This is an optimization exercise on Yosys and OpenROAD, whose aim is small area, not a production implementation. The RTL was checked by simulation tests, not by an equivalence proof against the original design. Power is estimated from default activity; no workload was simulated.

Design periph_subsys, start of the top module:
module periph_subsys
(
	input  logic        clk,
	input  logic        rst_n_i,
	input  soc_bus_pkg::wb_adr_t     wb_adr_i,
	input  soc_bus_pkg::wb_dat_t     wb_dat_i,
	input  soc_bus_pkg::wb_sel_t     wb_sel_i,
	input  logic        wb_we_i,
	input  logic        wb_cyc_i,
	input  logic        wb_stb_i,
	output soc_bus_pkg::wb_dat_t     wb_dat_o,
	output logic        wb_ack_o,
	input  logic [31:0] gpio_in_i,
	output logic [31:0] gpio_out_o,
	output logic [31:0] gpio_oe_o,
	output logic [2:0]  irq_n_o
);
Size in the first run: ~1400 cells after synthesis.
==> flow/config.mk <==
export PLATFORM = sky130hd
export DESIGN_NAME = periph_subsys
export DESIGN_NICKNAME = periph_subsys
export VERILOG_FILES = /design/flow/design.v
export SDC_FILE = /design/flow/constraint.sdc
export NUM_CORES = 4
export LEC_CHECK = 0
export CAP_MARGIN = 20
export CORE_MARGIN = 2
export CORE_UTILIZATION = 65
export SLEW_MARGIN = 20
==> flow/constraint.sdc <==
create_clock -name core_clock -period 5.0 [get_ports {clk}]
set_input_delay 1.0000 -clock core_clock [delete_from_list [all_inputs] [get_ports {clk}]]
set_output_delay 1.0000 -clock core_clock [all_outputs]
set_load 0.01 [all_outputs]
standard.sh (not shown) runs the stock make flow with config.mk's settings and CLKGATE_MAP_FILE= SYNTH_SCRIPT=/design/flow/synth_recipe.tcl, a recipe that flattens the netlist after the stock synthesis.
==> flow/flow/run.sh <==
#!/bin/bash
# Own layout flow, built on the standard flow (standard.sh):
#  1. the standard synthesis, kept as std_synth.v for its register names
#  2. synthesis again with flow/synth.tcl (area-oriented ABC mapping)
#  3. flow/rename_flops.py gives the registers of 2 the names they have in 1
#     (if anything does not match, the standard netlist is used unchanged)
#  4. the rest of the standard flow, with minimum-size port buffers and a
#     clock tree without dummy loads
# Each step's output goes to a log file in this folder; ORFS's own per-step
# logs are under orfs/logs.
set -euo pipefail
W=$PWD
F=$W/flow
R=$W/orfs/results/$FLOW_PLATFORM/periph_subsys/base

bash standard.sh synth > $W/log_1_std_synth.log 2>&1
cp $R/1_2_yosys.v $W/std_synth.v

rm -f $R/1_2_yosys.v $R/1_2_yosys.sdc $R/1_synth.odb $R/1_synth.sdc
if AREA_ABC_SCRIPT=$F/area.abc bash standard.sh SYNTH_SCRIPT=$F/synth.tcl synth > $W/log_2_area_synth.log 2>&1 \
   && python3 $F/rename_flops.py $W/std_synth.v $R/1_2_yosys.v $W/area_synth.v > $W/log_3_rename.log 2>&1; then
  cp $W/area_synth.v $R/1_2_yosys.v
else
  echo "area synthesis not used" >> $W/log_3_rename.log
  cp $W/std_synth.v $R/1_2_yosys.v
fi
rm -f $R/1_synth.odb $R/1_synth.sdc
touch $R/1_2_yosys.sdc $R/1_2_yosys.v

bash standard.sh \
  "BUFFER_PORTS_ARGS=-buffer_cell sky130_fd_sc_hd__buf_1" \
  "CTS_ARGS=-sink_clustering_enable -repair_clock_nets -dont_use_dummy_load -buf_list {sky130_fd_sc_hd__clkbuf_8 sky130_fd_sc_hd__clkbuf_16} -sink_clustering_size 24 -sink_clustering_max_diameter 80" \
  finish > $W/log_4_layout.log 2>&1
Other scripts of this flow, unchanged in this note and not shown: flow/flow/area.abc, flow/flow/rename_flops.py, flow/flow/synth.tcl
The baseline went through all stages and came out clean.
==> next run, changes <==
--- a/flow/flow/run.sh
+++ b/flow/flow/run.sh
@@ -32 +32 @@
-  "CTS_ARGS=-sink_clustering_enable -repair_clock_nets -dont_use_dummy_load -buf_list {sky130_fd_sc_hd__clkbuf_8 sky130_fd_sc_hd__clkbuf_16} -sink_clustering_size 24 -sink_clustering_max_diameter 80" \
+  "CTS_ARGS=-sink_clustering_enable -repair_clock_nets -dont_use_dummy_load -buf_list {sky130_fd_sc_hd__clkbuf_8 sky130_fd_sc_hd__clkbuf_16} -root_buf sky130_fd_sc_hd__clkbuf_16 -sink_clustering_buffer sky130_fd_sc_hd__clkbuf_8 -sink_clustering_size 18 -sink_clustering_max_diameter 70" \
- CAP_MARGIN: 20 -> 0
- CORE_UTILIZATION: 65 -> 55
- SLEW_MARGIN: 20 -> 0
Fmax went up by 0.36%.
Setup slack improved by 0.016 ns.
Global-route usage went down by 4.9 points.
==> next run, changes <==
--- a/flow/flow/run.sh
+++ b/flow/flow/run.sh
@@ -32 +32 @@
-  "CTS_ARGS=-sink_clustering_enable -repair_clock_nets -dont_use_dummy_load -buf_list {sky130_fd_sc_hd__clkbuf_8 sky130_fd_sc_hd__clkbuf_16} -root_buf sky130_fd_sc_hd__clkbuf_16 -sink_clustering_buffer sky130_fd_sc_hd__clkbuf_8 -sink_clustering_size 18 -sink_clustering_max_diameter 70" \
+  "CTS_ARGS=-sink_clustering_enable -repair_clock_nets -dont_use_dummy_load -buf_list {sky130_fd_sc_hd__clkbuf_8 sky130_fd_sc_hd__clkbuf_16} -sink_clustering_size 24 -sink_clustering_max_diameter 80" \
- CAP_MARGIN: 0 -> 20
- SLEW_MARGIN: 0 -> 20
Result:
- count of clock-buffer cells in the layout went down by 6
- first-iteration DRC count went down by 7.1%
- sequential power is about the same
- worst hold slack loses 0.010 ns
- area after synthesis does not change
- cell count hardly moves

re-timing with driven ports:
Ports are ideal in the flow. The routed layouts listed here were re-timed in OpenROAD.
Step 1 sets driving cells, clkbuf_16 on the clock port and buf_2 on the other inputs (assumed; they add their load-dependent delay and slew).
Step 2 times the ports against the registers' clock, not the clock port: input delays grow and output delays shrink by t, the midpoint of the rising clock arrivals with the driver on.
Three values: ideal, step 1, step 2; two values: the first two.
run	t, ns	slack for setup (ns)	worst setup path at the end	cell pins on the clock port's net
the first run	0.568	0.661 / 0.660 / 0.660	register to register	1
the second run	0.577	0.676 / 0.676 / 0.676	register to register	1
the third run	0.584	0.679 / 0.679 / 0.679	register to register	1
After both steps setup and hold are still met in every run listed. For the first run, which loses most, drivers alone change the setup slack by -0.001 ns; drivers and shift together by -0.001 ns.
